Context: an optimization exercise on an open-source flow, tuned for small area and a short achievable clock period. The choices shown serve that exercise and are no tape-out recipe. Power is estimated from default activity; no workload was simulated.

Setup of main:
// mem_stage
module mem_stage #(
   parameter int DEPTH = 64,
   parameter int BASE_ADDR = DEF_BASE_ADDR
) (
   input  logic                  clk,
   input  logic                  rst,
   input  logic                  wb_en_in,
   input  logic                  mem_read_en_in,
   input  logic                  mem_write_en_in,
   input  logic [WORD_W-1:0]     alu_res_in,
   input  logic [WORD_W-1:0]     val_Rm_in,
   input  logic [REG_ADDR_W-1:0] dest_in,
   output logic                  ready,
   output logic                  wb_en,
   output logic                  mem_read_en,
   output logic [WORD_W-1:0]     alu_res,
   output logic [WORD_W-1:0]     mem_data,
   output logic [REG_ADDR_W-1:0] dest,
   output logic                  addr_err
);
   localparam int AW = $clog2(DEPTH);
   localparam int SP = 4;
   localparam int NT = DEPTH / SP;
   logic busy, s1, s2, s3, s4, done, acc;
   logic req, in_range, wr_q, ok_q, wacc_q;
   logic [AW-1:0] phase, u;
   logic [NT-1:0] tap_q;
   logic [SP-1:0] hit_q;
   logic [WORD_W-1:0] rdata, hold, word;
   assign req = mem_read_en_in | mem_write_en_in;
   assign ready = ~acc & (done | ~req);    
   assign wb_en = wb_en_in & ready;
   assign mem_read_en = mem_read_en_in & done;    
   assign alu_res = alu_res_in;
   assign dest = dest_in;
   assign in_range = alu_res_in[WORD_W-1:AW+2] == (WORD_W-AW-2)'(BASE_ADDR >> (AW + 2));
   always_ff @(posedge clk or negedge rst)
  ...
Size: ~3400 cells after synthesis, roughly 2100 flip-flops, roughly 54000 um2 of cells after synthesis.
==> module data_mem, before the edit <==
module data_mem #(
   parameter int DEPTH = 64,
   parameter int SP = 4,
   parameter int NT = DEPTH / SP
) (
   input  logic              clk,
   input  logic              we,      
   input  logic [NT-1:0]     at,      
   input  logic [WORD_W-1:0] wdata,
   output logic [WORD_W-1:0] rdata    
);
   logic [DEPTH-1:0][WORD_W-1:0] ring;
   for (genvar i = 0; i < DEPTH; i++) begin : g_ring
      if (i % SP == 0) begin : g_tap
         always_ff @(posedge clk)
            ring[i] <= (we && at[i / SP]) ? wdata : ring[(i + DEPTH - 1) % DEPTH];
      end else begin : g_shift
         always_ff @(posedge clk)
            ring[i] <= ring[i - 1];
      end
   end
   always_comb begin
      rdata = '0;
      for (int j = 0; j < NT; j++)
         rdata = rdata | ({WORD_W{at[j]}} & ring[(j * SP + DEPTH - 1) % DEPTH]);
   end
endmodule
==> module mem_stage, before the edit <==
module mem_stage #(
   parameter int DEPTH = 64,
   parameter int BASE_ADDR = DEF_BASE_ADDR
) (
   input  logic                  clk,
   input  logic                  rst,
   input  logic                  wb_en_in,
   input  logic                  mem_read_en_in,
   input  logic                  mem_write_en_in,
   input  logic [WORD_W-1:0]     alu_res_in,
   input  logic [WORD_W-1:0]     val_Rm_in,
   input  logic [REG_ADDR_W-1:0] dest_in,
   output logic                  ready,
   output logic                  wb_en,
   output logic                  mem_read_en,
   output logic [WORD_W-1:0]     alu_res,
   output logic [WORD_W-1:0]     mem_data,
   output logic [REG_ADDR_W-1:0] dest,
   output logic                  addr_err
);
   localparam int AW = $clog2(DEPTH);
   localparam int SP = 4;
   localparam int NT = DEPTH / SP;
   logic busy, s1, s2, s3, s4, done, acc;
   logic req, in_range, wr_q, ok_q, wacc_q;
   logic [AW-1:0] phase, u;
   logic [NT-1:0] tap_q;
   logic [SP-1:0] hit_q;
   logic [WORD_W-1:0] rdata, hold, word;
   assign req = mem_read_en_in | mem_write_en_in;
   assign ready = ~acc & (done | ~req);    
   assign wb_en = wb_en_in & ready;
   assign mem_read_en = mem_read_en_in & done;    
   assign alu_res = alu_res_in;
   assign dest = dest_in;
   assign in_range = alu_res_in[WORD_W-1:AW+2] == (WORD_W-AW-2)'(BASE_ADDR >> (AW + 2));
   always_ff @(posedge clk or negedge rst)
      if (!rst) begin
         {busy, s1, s2, s3, s4, done, acc} <= '0;
         wacc_q <= 1'b0;
         addr_err <= 1'b0;
      end else begin
         busy <= (~busy & req) | s1 | s2 | s3 | s4;
         s1 <= ~busy & req;
         s2 <= s1;
         s3 <= s2;
         s4 <= s3;
         done <= s4;
         acc <= (~busy & req) | s1 | s2 | s3;
         wacc_q <= (~busy & mem_write_en_in & in_range) | (wacc_q & ~s4);
         if (s4 && !ok_q) addr_err <= 1'b1;
      end
   always_ff @(posedge clk)
      phase <= phase + AW'(1);
   assign u = alu_res_in[AW+1:2] + phase;
   always_ff @(posedge clk)
      if (!busy) begin
         for (int j = 0; j < NT; j++)
            tap_q[j] <= in_range && u[AW-1:2] == (AW-2)'(j);    
         for (int k = 0; k < SP; k++)
            hit_q[k] <= u[1:0] == 2'(SP - 1 - k);
         wr_q <= mem_write_en_in;
         ok_q <= in_range;
      end else begin
         hit_q <= hit_q >> 1;
      end
   data_mem #(.DEPTH(DEPTH), .SP(SP)) u_mem (
      .clk(clk),
      .we(wacc_q & hit_q[0]),
      .at(tap_q),
      .wdata(val_Rm_in),
      .rdata(rdata)
   );
   assign word = hit_q[0] ? rdata : hold;
   always_ff @(posedge clk)
      hold <= word;
   always_ff @(posedge clk or negedge rst)
      if (!rst) mem_data <= '0;
      else if (s4 && !wr_q) mem_data <= word;
endmodule
==> flow/config.mk <==
export PLATFORM = sky130hd
export DESIGN_NAME = mem_stage
export DESIGN_NICKNAME = mem_stage
export VERILOG_FILES = /design/flow/design.v
export SDC_FILE = /design/flow/constraint.sdc
export NUM_CORES = 4
export LEC_CHECK = 0
export ABC_CLOCK_PERIOD_IN_PS = 2000
export CAP_MARGIN = 20
export CORE_MARGIN = 2
export CORE_UTILIZATION = 75
export PLACE_DENSITY = 0.8
export SETUP_SLACK_MARGIN = 1.9
export SLEW_MARGIN = 20
==> flow/constraint.sdc <==
create_clock -name core_clock -period 4.0 [get_ports {clk}]
set_input_delay 0.8000 -clock core_clock [delete_from_list [all_inputs] [get_ports {clk}]]
set_output_delay 0.8000 -clock core_clock [all_outputs]
set_load 0.01 [all_outputs]
standard.sh (not shown) runs the stock make flow with config.mk's settings and CLKGATE_MAP_FILE= SYNTH_SCRIPT=/design/flow/synth_recipe.tcl, a recipe that flattens the netlist after the stock synthesis.
==> flow/flow/run.sh <==
#!/bin/bash
# Layout flow: the standard ORFS flow (standard.sh, unchanged synthesis),
# with the port buffers made plain buffers and clock tree synthesis run
# without dummy loads. Each tool's output goes to standard.log here.
set -euo pipefail
bash standard.sh \
   "BUFFER_PORTS_ARGS=-buffer_cell sky130_fd_sc_hd__buf_2" \
   "CTS_ARGS=-sink_clustering_enable -repair_clock_nets -dont_use_dummy_load -sink_clustering_size 30 -sink_clustering_max_diameter 60" \
   finish > standard.log 2>&1
Here is what was changed in the inputs of the feature branch compared with main.
==> flow/design.v <==
package mem_pkg;
   localparam int WORD_W = 32;
   localparam int REG_ADDR_W = 4;
   localparam int DEF_BASE_ADDR = 1024;
endpackage
import mem_pkg::*;
module data_mem #(
   parameter int DEPTH = 64,
   parameter int SP = 4,
   parameter int NT = DEPTH / SP
) (
   input  logic              clk,
   input  logic [NT-1:0]     we,      
   input  logic [NT-1:0]     keep,    
   input  logic [NT-1:0]     at,      
   input  logic [WORD_W-1:0] wdata,
   output logic [WORD_W-1:0] rdata    
);
   logic [DEPTH-1:0][WORD_W-1:0] ring;
   for (genvar i = 0; i < DEPTH; i++) begin : g_ring
      if (i % SP == 0) begin : g_tap
         always_ff @(posedge clk)
            ring[i] <= ({WORD_W{we[i / SP]}} & wdata)
                     | ({WORD_W{keep[i / SP]}} & ring[(i + DEPTH - 1) % DEPTH]);
      end else begin : g_shift
         always_ff @(posedge clk)
            ring[i] <= ring[i - 1];
      end
   end
   always_comb begin
      rdata = '0;
      for (int j = 0; j < NT; j++)
         rdata = rdata | ({WORD_W{at[j]}} & ring[(j * SP + DEPTH - 1) % DEPTH]);
   end
endmodule
import mem_pkg::*;
module mem_stage #(
   parameter int DEPTH = 64,
   parameter int BASE_ADDR = DEF_BASE_ADDR
) (
   input  logic                  clk,
   input  logic                  rst,
   input  logic                  wb_en_in,
   input  logic                  mem_read_en_in,
   input  logic                  mem_write_en_in,
   input  logic [WORD_W-1:0]     alu_res_in,
   input  logic [WORD_W-1:0]     val_Rm_in,
   input  logic [REG_ADDR_W-1:0] dest_in,
   output logic                  ready,
   output logic                  wb_en,
   output logic                  mem_read_en,
   output logic [WORD_W-1:0]     alu_res,
   output logic [WORD_W-1:0]     mem_data,
   output logic [REG_ADDR_W-1:0] dest,
   output logic                  addr_err
);
   localparam int AW = $clog2(DEPTH);
   localparam int SP = 4;
   localparam int NT = DEPTH / SP;
   logic busy, s1, s2, s3, s4, done, done_n, acc;
   logic req, in_range, wr_q, ok_q, wacc_q, wacc_n, hit_n;
   logic [AW-1:0] phase, u;
   logic [NT-1:0] tap_q, tap_n, we_n, we_q, keep_q;
   logic [SP-1:0] hit_q;
   logic [WORD_W-1:0] rdata, hold, word;
   assign req = mem_read_en_in | mem_write_en_in;
   assign ready = ~(acc | (done_n & req));
   assign wb_en = wb_en_in & ready;
   assign mem_read_en = mem_read_en_in & done;    
   assign alu_res = alu_res_in;
   assign dest = dest_in;
   assign in_range = alu_res_in[WORD_W-1:AW+2] == (WORD_W-AW-2)'(BASE_ADDR >> (AW + 2));
   assign wacc_n = (~busy & mem_write_en_in & in_range) | (wacc_q & ~s4);
   always_ff @(posedge clk or negedge rst)
      if (!rst) begin
         {busy, s1, s2, s3, s4, done, acc} <= '0;
         done_n <= 1'b1;
         wacc_q <= 1'b0;
         addr_err <= 1'b0;
      end else begin
         busy <= (~busy & req) | s1 | s2 | s3 | s4;
         s1 <= ~busy & req;
         s2 <= s1;
         s3 <= s2;
         s4 <= s3;
         done <= s4;
         done_n <= ~s4;
         acc <= (~busy & req) | s1 | s2 | s3;
         wacc_q <= wacc_n;
         if (s4 && !ok_q) addr_err <= 1'b1;
      end
   always_ff @(posedge clk)
      phase <= phase + AW'(1);
   assign u = alu_res_in[AW+1:2] + phase;
   for (genvar j = 0; j < NT; j++) begin : g_tap
      assign tap_n[j] = busy ? tap_q[j] : u[AW-1:2] == (AW-2)'(j);
   end
   assign hit_n = busy ? hit_q[1] : u[1:0] == 2'(SP - 1);
   always_ff @(posedge clk) begin
      tap_q <= tap_n;
      if (!busy) begin
         for (int k = 0; k < SP; k++)
            hit_q[k] <= u[1:0] == 2'(SP - 1 - k);
         wr_q <= mem_write_en_in;
         ok_q <= in_range;
      end else begin
         hit_q <= hit_q >> 1;
      end
   end
   assign we_n = tap_n & {NT{hit_n & wacc_n}};
   always_ff @(posedge clk or negedge rst)
      if (!rst) begin
         we_q <= '0;
         keep_q <= '1;
      end else begin
         we_q <= we_n;
         keep_q <= ~we_n;
      end
   data_mem #(.DEPTH(DEPTH), .SP(SP)) u_mem (
      .clk(clk),
      .we(we_q),
      .keep(keep_q),
      .at(tap_q),
      .wdata(val_Rm_in),
      .rdata(rdata)
   );
   assign word = hit_q[0] ? rdata : hold;
   always_ff @(posedge clk)
      hold <= word;
   always_ff @(posedge clk or negedge rst)
      if (!rst) mem_data <= '0;
      else if (s4 && !wr_q) mem_data <= ok_q ? word : '0;
endmodule
==> run summary <==
- When the feature branch is set beside main, its post-synthesis net count turns out to be 147 larger.
- Compared with main, the feature branch shows number of global-route vias before repair that has gone up by more than 10%.
- Delta (the feature branch minus main): die height closely matched the old numbers; fraction of area in registers increased by 2.3 points relative to the old numbers.
- Re critical path depth: main was lower than the feature branch.
- Measured against each other, the feature branch and main differ in count of clock-net buffers in the final layout, the lower figure coming from main.
- Compared to main, the feature branch has clock period minus final worst setup slack 13 ps lower.
- Flop count, main -> the feature branch: increased
- NOTE final HPWL from detailed placement main->the feature branch increased by more than 10%
- Highest attainable clock frequency was lower in main than in the feature branch.
- [compare] base=main new=the feature branch: synthesized area about even, total power lower, routability congestion estimate from global placement rose by 0.082.
- The start point of the critical path comes out mem_read_en_in in one run and done in the other, namely in the feature branch and main respectively.
- Of the feature branch and main, the run reporting the higher routed wire length was the feature branch.
Function was not checked in any run of this note: the RTL went through the layout flow alone.

what the ideal ports hide:
In the flow no input, the clock included, has a driving cell. The finished layouts below were timed again as built, in two steps.
Step 1: set_driving_cell puts a clkbuf_16 on clk and a buf_2 on each other input, an assumption about the parent block.
Step 2 moves the port delays by t, midway between the first and last clock arrival at a register: inputs arrive t later, outputs are due t later. That takes back most of the time a late clock gives input paths.
a / b / c = ideal / step 1 / step 2; a / b = the first two.
run	t (ns)	setup WS [ns]	pins driven straight from the clock port
main	0.718	1.669 / 1.601 / 1.128	1
the feature branch	0.717	1.681 / 1.624 / 1.109	1
After both steps every run listed still meets setup and hold. For the feature branch, which loses most, drivers alone change the setup slack by -0.057 ns; drivers and shift together by -0.572 ns.
